This is an optimization exercise on Yosys and OpenROAD, whose aim is small area, a short achievable clock period and few clock cycles per item, not a production implementation. Function was checked by simulation only, so behaviour that the tests miss may differ from the original. Power is estimated from default activity; no workload was simulated.

==> flow/design.v (excerpt) <==
module covariance_accumulator
#(
   parameter int DATA_W = 16,
   parameter int LOG2_N = 2
) (
   input  logic              clk,
   input  logic              rst,
   input  logic              start,
   input  logic              in_valid,
   output logic              in_ready,
   input  logic [DATA_W-1:0] x_in,
   input  logic [DATA_W-1:0] y_in,
   output logic              bram_ena,
   output logic              bram_wea,
   output logic [1:0]        bram_addra,
   output logic [31:0]       bram_dina,
   output logic              busy,
   output logic              done
);
For scale: roughly 2700 cells after synthesis, ~290 flip-flops, about 75 I/O pins, ~0.025 mm^2 of cells after synthesis.
Settings: LEC_CHECK=0, CAP_MARGIN=20, CORE_MARGIN=2, CORE_UTILIZATION=60, SETUP_SLACK_MARGIN=5, SLEW_MARGIN=20; clock period 8.5 ns.
run.sh (not shown) runs the stock make flow with config.mk's settings and CLKGATE_MAP_FILE= SYNTH_SCRIPT=/design/flow/synth_recipe.tcl, a recipe that flattens the netlist after the stock synthesis.
The first run completed without violations.
Testbench counts at the start, summed over its fixed seeds: cycles 5,128, windows 512.
Edit:
==> flow/flow/run.sh (new file) <==
#!/bin/bash
# The standard layout, except that synthesis leaves the adder trees to ABC
# instead of mapping them onto full-adder cells (ADDER_MAP_FILE empty), and
# timing repair aims at a tighter period than the design's clock. The clock,
# constraints, registers and the rest of the flow are the standard ones.
set -euo pipefail
bash standard.sh ADDER_MAP_FILE= SETUP_SLACK_MARGIN=5.5 finish > flow_make.log 2>&1
==> flow/standard.sh (new file) <==
#!/bin/bash
# synth_recipe.tcl (not shown) runs the flow's synth.tcl, then flattens the netlist and writes it again
# the make line also repeats each setting of config.mk as NAME=value (left out here)
make -C /OpenROAD-flow-scripts/flow DESIGN_CONFIG=/design/flow/config.mk WORK_HOME=/design/flow/orfs CLKGATE_MAP_FILE= SYNTH_SCRIPT=/design/flow/synth_recipe.tcl "${@:-finish}"
- CORE_UTILIZATION: 60 -> 40
removed: flow/run.sh
The new run passed the timing, design-rule and antenna checks.
Synthesized cell count increases by 30%.
Total power increases by 34%.
Count of clock-buffer cells in the layout decreases by 6.
Sequential power increases by 9.4%.
Critical path depth increases by 3.
Edit:
==> flow/run.sh (new file) <==
#!/bin/bash
# synth_recipe.tcl (not shown) runs the flow's synth.tcl, then flattens the netlist and writes it again
# the make line also repeats each setting of config.mk as NAME=value (left out here)
make -C /OpenROAD-flow-scripts/flow DESIGN_CONFIG=/design/flow/config.mk WORK_HOME=/design/flow/orfs CLKGATE_MAP_FILE= SYNTH_SCRIPT=/design/flow/synth_recipe.tcl finish
- CTS_BUF_LIST: default -> sky130_fd_sc_hd__clkbuf_4 sky130_fd_sc_hd__clkbuf_8
removed: flow/flow/run.sh
removed: flow/standard.sh
Synthesized area falls by 6.6%.
Worst hold slack gains 0.010 ns.
Cell area falls by 9.4%.
Non-clock buffer count falls by 78.
Total power falls by 26%.
Synthesized cell count falls by 23%.
Setup slack loses 0.37 ns.
Fmax falls by 11%.
Sequential power falls by 10%.
Die area falls by 6.5%.
Edit:
==> flow/flow/run.sh (new file) <==
#!/bin/bash
# The standard layout, except that synthesis leaves the adder trees to ABC
# instead of mapping them onto full-adder cells (ADDER_MAP_FILE empty), and
# timing repair aims at a tighter period than the design's clock. The clock,
# constraints, registers and the rest of the flow are the standard ones.
set -euo pipefail
bash standard.sh ADDER_MAP_FILE= SETUP_SLACK_MARGIN=5.0 finish > flow_make.log 2>&1
==> flow/standard.sh (new file) <==
#!/bin/bash
# synth_recipe.tcl (not shown) runs the flow's synth.tcl, then flattens the netlist and writes it again
# the make line also repeats each setting of config.mk as NAME=value (left out here)
make -C /OpenROAD-flow-scripts/flow DESIGN_CONFIG=/design/flow/config.mk WORK_HOME=/design/flow/orfs CLKGATE_MAP_FILE= SYNTH_SCRIPT=/design/flow/synth_recipe.tcl "${@:-finish}"
- CTS_BUF_LIST: sky130_fd_sc_hd__clkbuf_4 sky130_fd_sc_hd__clkbuf_8 -> default
removed: flow/run.sh
Result: Synthesized area grows by 7.1%; clock power grows by 23%; non-clock buffer count shrinks by 14; combinational power grows by 36%; core utilization shrinks by 1.3 points; routed wire length grows by 17%.

zinc:
Another version of the RTL of covariance_accumulator (not shown whole).
Size in the first run: about 5500 cells after synthesis, about 290 flip-flops, ~75 I/O pins, roughly 30000 um2 of cells after synthesis.
Design covariance_accumulator, start of the top module:
module covariance_accumulator
#(
   parameter int DATA_W = 16,
   parameter int LOG2_N = 2
) (
   input  logic              clk,
   input  logic              rst,
   input  logic              start,
   input  logic              in_valid,
   output logic              in_ready,
   input  logic [DATA_W-1:0] x_in,
   input  logic [DATA_W-1:0] y_in,
   output logic              bram_ena,
   output logic              bram_wea,
   output logic [1:0]        bram_addra,
   output logic [31:0]       bram_dina,
   output logic              busy,
   output logic              done
);
clock: 8.5 ns
lec_check: 0
abc_area: 1
cap_margin: 5
core_margin: 2
core_utilization: 40
setup_slack_margin: 5
slew_margin: 5
standard.sh (not shown) runs the stock make flow with config.mk's settings and CLKGATE_MAP_FILE= SYNTH_SCRIPT=/design/flow/synth_recipe.tcl, a recipe that flattens the netlist after the stock synthesis.
==> flow/flow/run.sh <==
#!/bin/bash
# The standard layout, except that synthesis leaves the adder trees to ABC
# instead of mapping them onto full-adder cells (ADDER_MAP_FILE empty), and
# timing repair aims at a tighter period than the design's clock. The clock,
# constraints, registers and the rest of the flow are the standard ones.
set -euo pipefail
bash standard.sh ADDER_MAP_FILE= SETUP_SLACK_MARGIN=5.65 finish > flow_make.log 2>&1
zinc: all stages complete, timing, DRC and antenna checks passed
Testbench counts of zinc, summed over its fixed seeds: cycles 5,128, windows 512.
## Diff of input files: pepper against zinc
- CAP_MARGIN: 5 -> 20
- SLEW_MARGIN: 5 -> 20
- CORE_UTILIZATION: 40 -> 55
--- a/flow/flow/run.sh
+++ b/flow/flow/run.sh
@@ -6,2 +6,2 @@
 set -euo pipefail
-bash standard.sh ADDER_MAP_FILE= SETUP_SLACK_MARGIN=5.65 finish > flow_make.log 2>&1
+bash standard.sh ADDER_MAP_FILE= SETUP_SLACK_MARGIN=5.5 finish > flow_make.log 2>&1
## What came out
On combined area of the multi-input logic cells, pepper and zinc are neck and neck.
The run with more routed wire is zinc, not pepper.
Higher final critical-path required period among pepper and zinc: pepper
From zinc to pepper the numbers moved as follows: sequential power share level; final standard cell count with taps included and fillers excluded went down; non-clock buffer count now smaller.
The higher setup slack came out of zinc.
The met1 wire length in pepper sits about 9% below the value recorded for zinc.
Compared to zinc, pepper was floorplanned on a smaller die.
Looking at capturing instance or port of the critical path, the bram_dina[24] result is from zinc; the busy one comes from pepper.
Inputs modified between pepper and xenon:
- CORE_UTILIZATION now 40, was 55
- TNS_END_PERCENT now 0, previously not set
--- a/flow/flow/run.sh
+++ b/flow/flow/run.sh
@@ -6,2 +6,2 @@
 set -euo pipefail
-bash standard.sh ADDER_MAP_FILE= SETUP_SLACK_MARGIN=5.5 finish > flow_make.log 2>&1
+bash standard.sh ADDER_MAP_FILE= SETUP_SLACK_MARGIN=5.65 finish > flow_make.log 2>&1
Results
Lower area after detailed placement among xenon and pepper: pepper. Changes observed in xenon relative to pepper: layout overhead on the synthesized area grew by 0.65 points, vias after detailed routing shrank by 602. Taking pepper as the reference, in xenon sum of internal, switching and leakage power saw little to no change; worst-case setup margin in the final layout went down; count of antenna diodes in the layout went down; amount of wire on met3 after detailed routing now sits lower; routed length per instance shrank by 3.0%. When xenon is set beside pepper, its global routing met3 resource utilization turns out to be 2.7 points smaller. | synthesized cell count | xenon vs pepper | ≈ equal |.

Setup of job 7431:
covariance_accumulator again, from the RTL that the note above started with.
export LEC_CHECK = 0
export ABC_AREA = 1
export CAP_MARGIN = 20
export CORE_MARGIN = 2
export CORE_UTILIZATION = 40
export SETUP_SLACK_MARGIN = 5
export SLEW_MARGIN = 20
create_clock -name core_clock -period 8.5 [get_ports {clk}]
==> flow/flow/run.sh <==
#!/bin/bash
# The standard layout, except that synthesis leaves the adder trees to ABC
# instead of mapping them onto full-adder cells (ADDER_MAP_FILE empty), and
# timing repair aims at a tighter period than the design's clock. The clock,
# constraints, registers and the rest of the flow are the standard ones.
set -euo pipefail
bash standard.sh ADDER_MAP_FILE= SETUP_SLACK_MARGIN=5.8 finish > flow_make.log 2>&1
Testbench counts of job 7431, summed over its fixed seeds: cycles 5,128, windows 512.
Input changes introduced in job 5001 (baseline for comparison: job 7431):
-- flow/flow/run.sh --
<<< job 7431, line 6
set -euo pipefail
bash standard.sh ADDER_MAP_FILE= SETUP_SLACK_MARGIN=5.8 finish > flow_make.log 2>&1
>>> job 5001, line 6
set -euo pipefail
bash standard.sh ADDER_MAP_FILE= SETUP_SLACK_MARGIN=5.65 finish > flow_make.log 2>&1
-- flow/config.mk --
<<< job 7431, line 10
export CORE_MARGIN = 2
export CORE_UTILIZATION = 40
export SETUP_SLACK_MARGIN = 5
>>> job 5001, line 10
export CORE_MARGIN = 2
export CORE_UTILIZATION = 50
export SETUP_SLACK_MARGIN = 5
==> comparison <==
- Job 5001 vs. job 7431: number of tap instances shows a reduction of 19%; upper clock frequency limit shows a reduction of about 1%.
- Design area (higher): job 7431
- Going from job 7431 to job 5001, total core area shrank by more than 10%.
- Between job 5001 and job 7431, the number of signal-net inverters in the final layout figures differ only marginally.
- As far as multi-input logic cell count goes, job 7431 and job 5001 are indistinguishable; the numbers are identical.
[inputs] job 9754 vs job 5001
-- flow/config.mk --
<<< job 5001, line 10
export CORE_MARGIN = 2
export CORE_UTILIZATION = 50
export SETUP_SLACK_MARGIN = 5
>>> job 9754, line 10
export CORE_MARGIN = 2
export CORE_UTILIZATION = 40
export SETUP_SLACK_MARGIN = 5
[summary]
- Lower proportion of power drawn by flip-flops and latches among job 9754 and job 5001: job 5001
- Diff job 9754..job 5001 | total number of sequential cells | unchanged
- Reported for job 9754 and job 5001, area fraction in and, or, nand and nor cells after synthesis turned out identical to the last digit.
- [compare] base=job 5001 new=job 9754: combinational power lower, multi-input gate share of the layout cell area decreased 0.22 points.
- Cmp job 9754 and job 5001 / wire length / higher: job 5001
- Number of core rows: lower on job 5001
- Clock group total power for job 9754 is lower than for job 5001.
- Maximum vdd drop: higher on job 5001
- Diff job 5001 -> job 9754 | placed wire-length estimate | down by a few percent
- Of job 9754 and job 5001, the lower overall routing resource usage belongs to job 9754.
Edits applied to the flow inputs when going from job 9754 to job 9709:
-- flow/config.mk --
<<< job 9754, line 7
export LEC_CHECK = 0
export ABC_AREA = 1
export CAP_MARGIN = 20
>>> job 9709, line 7
export LEC_CHECK = 0
export CAP_MARGIN = 20
==> comparison <==
Job 9709: all stages complete, timing, DRC and antenna checks passed. Sort job 9754 and job 9709 by later-pin clock latency in the skew report, ascending, and job 9709 comes first. Taking job 9754 as 1.0, job 9709 lands at 0.892 on number of tap cells added at floorplan. For job 9709, the worst setup path endpoint was dina_q[31], unlike job 9754, where it was bram_dina[24]. Diff job 9754 and job 9709: total number of nets in the final design higher in job 9754. Number of buffers and inverters on the critical path sits higher in job 9709 than in job 9754. Between job 9754 and job 9709, the final worst clock skew figures differ only marginally. Of the two values seen for class of the most critical setup path, flip-flop to flip-flop was produced by job 9709 and flip-flop to primary output by job 9754. What job 9709 reported for synthesized cell count has to be multiplied by 1.7 to get the figure for job 9754.

Setup of P:
covariance_accumulator, a different RTL version from the one above (not shown whole).
For scale: roughly 5500 cells after synthesis, ~310 flip-flops, ~75 I/O pins, ~31000 sq um of cells after synthesis.
clock: 8.5 ns
lec_check: 0
abc_area: 1
cap_margin: 20
core_margin: 2
core_utilization: 40
setup_slack_margin: 5
slew_margin: 20
==> flow/flow/run.sh <==
#!/bin/bash
# The standard layout, except that:
#  - synthesis leaves the adder trees to ABC instead of mapping them onto
#    full-adder cells (ADDER_MAP_FILE empty), and Yosys's generic synth step
#    skips its quick ABC pass (synth -noabc), so the final ABC mapping starts
#    from the design's own XOR/majority trees;
#  - timing repair aims at a tighter period than the design's clock.
# The clock, constraints, registers and the rest of the flow are the standard ones.
set -euo pipefail
sed '1s/.*/proc synth {args} { yosys synth -nofsm -noshare -noabc {*}$args }/' \
   synth_recipe.tcl > synth_noabc.tcl
grep -q -- '-noabc' synth_noabc.tcl
bash standard.sh SYNTH_SCRIPT="$PWD/synth_noabc.tcl" ADDER_MAP_FILE= SETUP_SLACK_MARGIN=5.5 finish > flow_make.log 2>&1
Testbench counts of P, summed over its fixed seeds: cycles 5,128, windows 512.
## Diff of input files: Q against P
==> flow/run.sh (new file) <==
#!/bin/bash
# synth_recipe.tcl (not shown) runs the flow's synth.tcl, then flattens the netlist and writes it again
# the make line also repeats each setting of config.mk as NAME=value (left out here)
make -C /OpenROAD-flow-scripts/flow DESIGN_CONFIG=/design/flow/config.mk WORK_HOME=/design/flow/orfs CLKGATE_MAP_FILE= SYNTH_SCRIPT=/design/flow/synth_recipe.tcl finish
removed: flow/flow/run.sh
removed: flow/standard.sh
Findings:
Higher placed instance count was reported by P, not Q.
Looking at CTS buffer count, Q sits about 2.5% lower than P does.
Between Q and P, it is Q whose combined global-route utilization of all metal layers is lower, by 2.7 points.
For Q, the worst setup path endpoint was xy_c[15], unlike P, where it was bram_addra[1].
The higher maximum achievable frequency of Q and P is in P.
Initial antenna violation count (lower): Q
Start point of the critical path: xq[5] -> Q, addr_q[1] -> P
Compare Q and P | worst slew margin relative to its limit lower: Q
Looking at final area, Q sits below P.
Count of clock-buffer cells in the layout ended up about 4% higher on Q than on P.
[compare] base=P new=Q: violation count after the first detailed-routing iteration decreased by about 46% relative to the old numbers, layout cell share with drive strength beyond 1 increased by 4.4 points relative to the old numbers.
What R does differently from Q at the input level:
Settings: ABC_AREA removed (was 1).
==> flow/flow/run.sh (new file) <==
#!/bin/bash
# The standard layout, except that synthesis leaves the adder trees to ABC
# instead of mapping them onto full-adder cells (ADDER_MAP_FILE empty), and
# timing repair aims at a tighter period than the design's clock. The clock,
# constraints, registers and the rest of the flow are the standard ones.
set -euo pipefail
bash standard.sh ADDER_MAP_FILE= SETUP_SLACK_MARGIN=5.5 finish > flow_make.log 2>&1
==> flow/standard.sh (new file) <==
#!/bin/bash
# synth_recipe.tcl (not shown) runs the flow's synth.tcl, then flattens the netlist and writes it again
# the make line also repeats each setting of config.mk as NAME=value (left out here)
make -C /OpenROAD-flow-scripts/flow DESIGN_CONFIG=/design/flow/config.mk WORK_HOME=/design/flow/orfs CLKGATE_MAP_FILE= SYNTH_SCRIPT=/design/flow/synth_recipe.tcl "${@:-finish}"
removed: flow/run.sh
### Flow results
Cell internal power dissipation: R vs Q up 18%
| via count of the first global-routing pass | R vs Q | 488 higher |
Overall power (higher): R
The sum of routed wire segments on met1 in R is 1.18 times that in Q.
Power attributed to combinational cells (Q / R): 0.838
The flow did not stop early for R: all stages ran, and the layout cleared the timing, design-rule and antenna checks.
When R is measured against Q, its mean post-synth cell area turns out 2.6% lower.
The run with more setup slack is R; Q has less.
Going from Q to R, the number of buffers and inverters on the critical path was found to have gone down by 2.
Re global-route usage: R is 2.0 points down on Q.
Global routing met2 resource utilization: R < Q
The inputs of S differ from those of R as listed below.
Settings: ABC_AREA: unset -> 1.
==> results.txt <==
Looking at number of antenna repair diodes across S and R, the one that comes out lower is R. Relative to R, clock skew decreased by 5.4 ps in S. Wire: S routes more than R. The number of multi-input combinational cells of S is higher than that of R.

Setup of 03-28:
RTL: one of the versions met above, not the one the previous note started from.
For scale: about 75 I/O pins, roughly 30,000 µm² of cells after synthesis.
## covariance_accumulator
module covariance_accumulator
#(
   parameter int DATA_W = 16,
   parameter int LOG2_N = 2
) (
   input  logic              clk,
   input  logic              rst,
   input  logic              start,
   input  logic              in_valid,
   output logic              in_ready,
   input  logic [DATA_W-1:0] x_in,
   input  logic [DATA_W-1:0] y_in,
   output logic              bram_ena,
   output logic              bram_wea,
   output logic [1:0]        bram_addra,
   output logic [31:0]       bram_dina,
   output logic              busy,
   output logic              done
);
clock: 8.5 ns
lec_check: 0
abc_area: 1
cap_margin: 20
core_margin: 2
core_utilization: 40
setup_slack_margin: 5
slew_margin: 20
==> flow/flow/run.sh <==
#!/bin/bash
# The standard layout, except that synthesis leaves the adder trees to ABC
# instead of mapping them onto full-adder cells (ADDER_MAP_FILE empty), and
# timing repair aims at a tighter period than the design's clock. The clock,
# constraints, registers and the rest of the flow are the standard ones.
set -euo pipefail
bash standard.sh ADDER_MAP_FILE= SETUP_SLACK_MARGIN=5.5 finish > flow_make.log 2>&1
03-28 ended with every stage complete and zero timing, DRC or antenna violations.
Testbench counts of 03-28, summed over its fixed seeds: cycles 5,128, windows 512.
Inputs modified between 03-28 and 06-25:
Settings: removing ABC_AREA (formerly 1).
--- outcome ---
- Per the comparison of 06-25 with 03-28, worst setup slack fell by 0.47 ns, wire length saw a decrease.
- Number of tap cells added at floorplan was lower in the run labelled 06-25.
- In summary, 06-25 completed successfully, with a layout that passed the timing, design-rule and antenna checks.
- Placeable core area on 06-25 is ahead of 03-28.

## port drivers added, routing unchanged
Ports are ideal in the flow. The routed layouts listed here were re-timed in OpenROAD. Step 1, drivers: a clkbuf_16 drives clk and a buf_2 each remaining input, both assumed. Step 2, shift: input delay + t, output delay - t, t = (earliest + latest rising clock arrival at the registers) / 2. This alone moves slack from input paths to output paths. a / b / c = ideal ports / drivers / drivers and shift; a / b = the first two.
| run | t, ns | slack for setup (ns) | cell pins on the clock port's net |
|---|---|---|---|
| the first run of note 1 | 0.611 | 5.061 / 5.061 / 5.039 | 1 |
| the second run of note 1 | 0.635 | 5.449 / 5.449 / 5.449 | 1 |
| the third run of note 1 | 0.705 | 5.075 / 5.075 / 5.029 | 1 |
| the fourth run of note 1 | 0.632 | 5.139 / 5.139 / 4.716 | 1 |
| zinc | 0.653 | 5.686 / 5.622 / 5.280 | 1 |
| pepper | 0.653 | 5.540 / 5.476 / 5.251 | 1 |
| xenon | 0.649 | 5.404 / 5.340 / 5.201 | 1 |
| job 7431 | 0.643 | 5.708 / 5.644 / 5.293 | 1 |
| job 5001 | 0.652 | 5.680 / 5.613 / 5.287 | 1 |
| job 9754 | 0.653 | 5.686 / 5.622 / 5.280 | 1 |
| job 9709 | 0.618 | 5.077 / 5.077 / 5.077 | 1 |
| P | 0.663 | 5.554 / 5.486 / 5.110 | 1 |
| Q | 0.618 | 5.041 / 5.018 / 4.802 | 1 |
| R | 0.625 | 5.350 / 5.350 / 5.344 | 1 |
| S | 0.659 | 5.539 / 5.471 / 5.169 | 1 |
| 03-28 | 0.651 | 5.548 / 5.484 / 5.199 | 1 |
| 06-25 | 0.622 | 5.077 / 5.077 / 5.077 | 1 |
After both steps setup and hold are still met in every run listed. For P, which loses most, drivers alone change the setup slack by -0.068 ns; drivers and shift together by -0.444 ns.
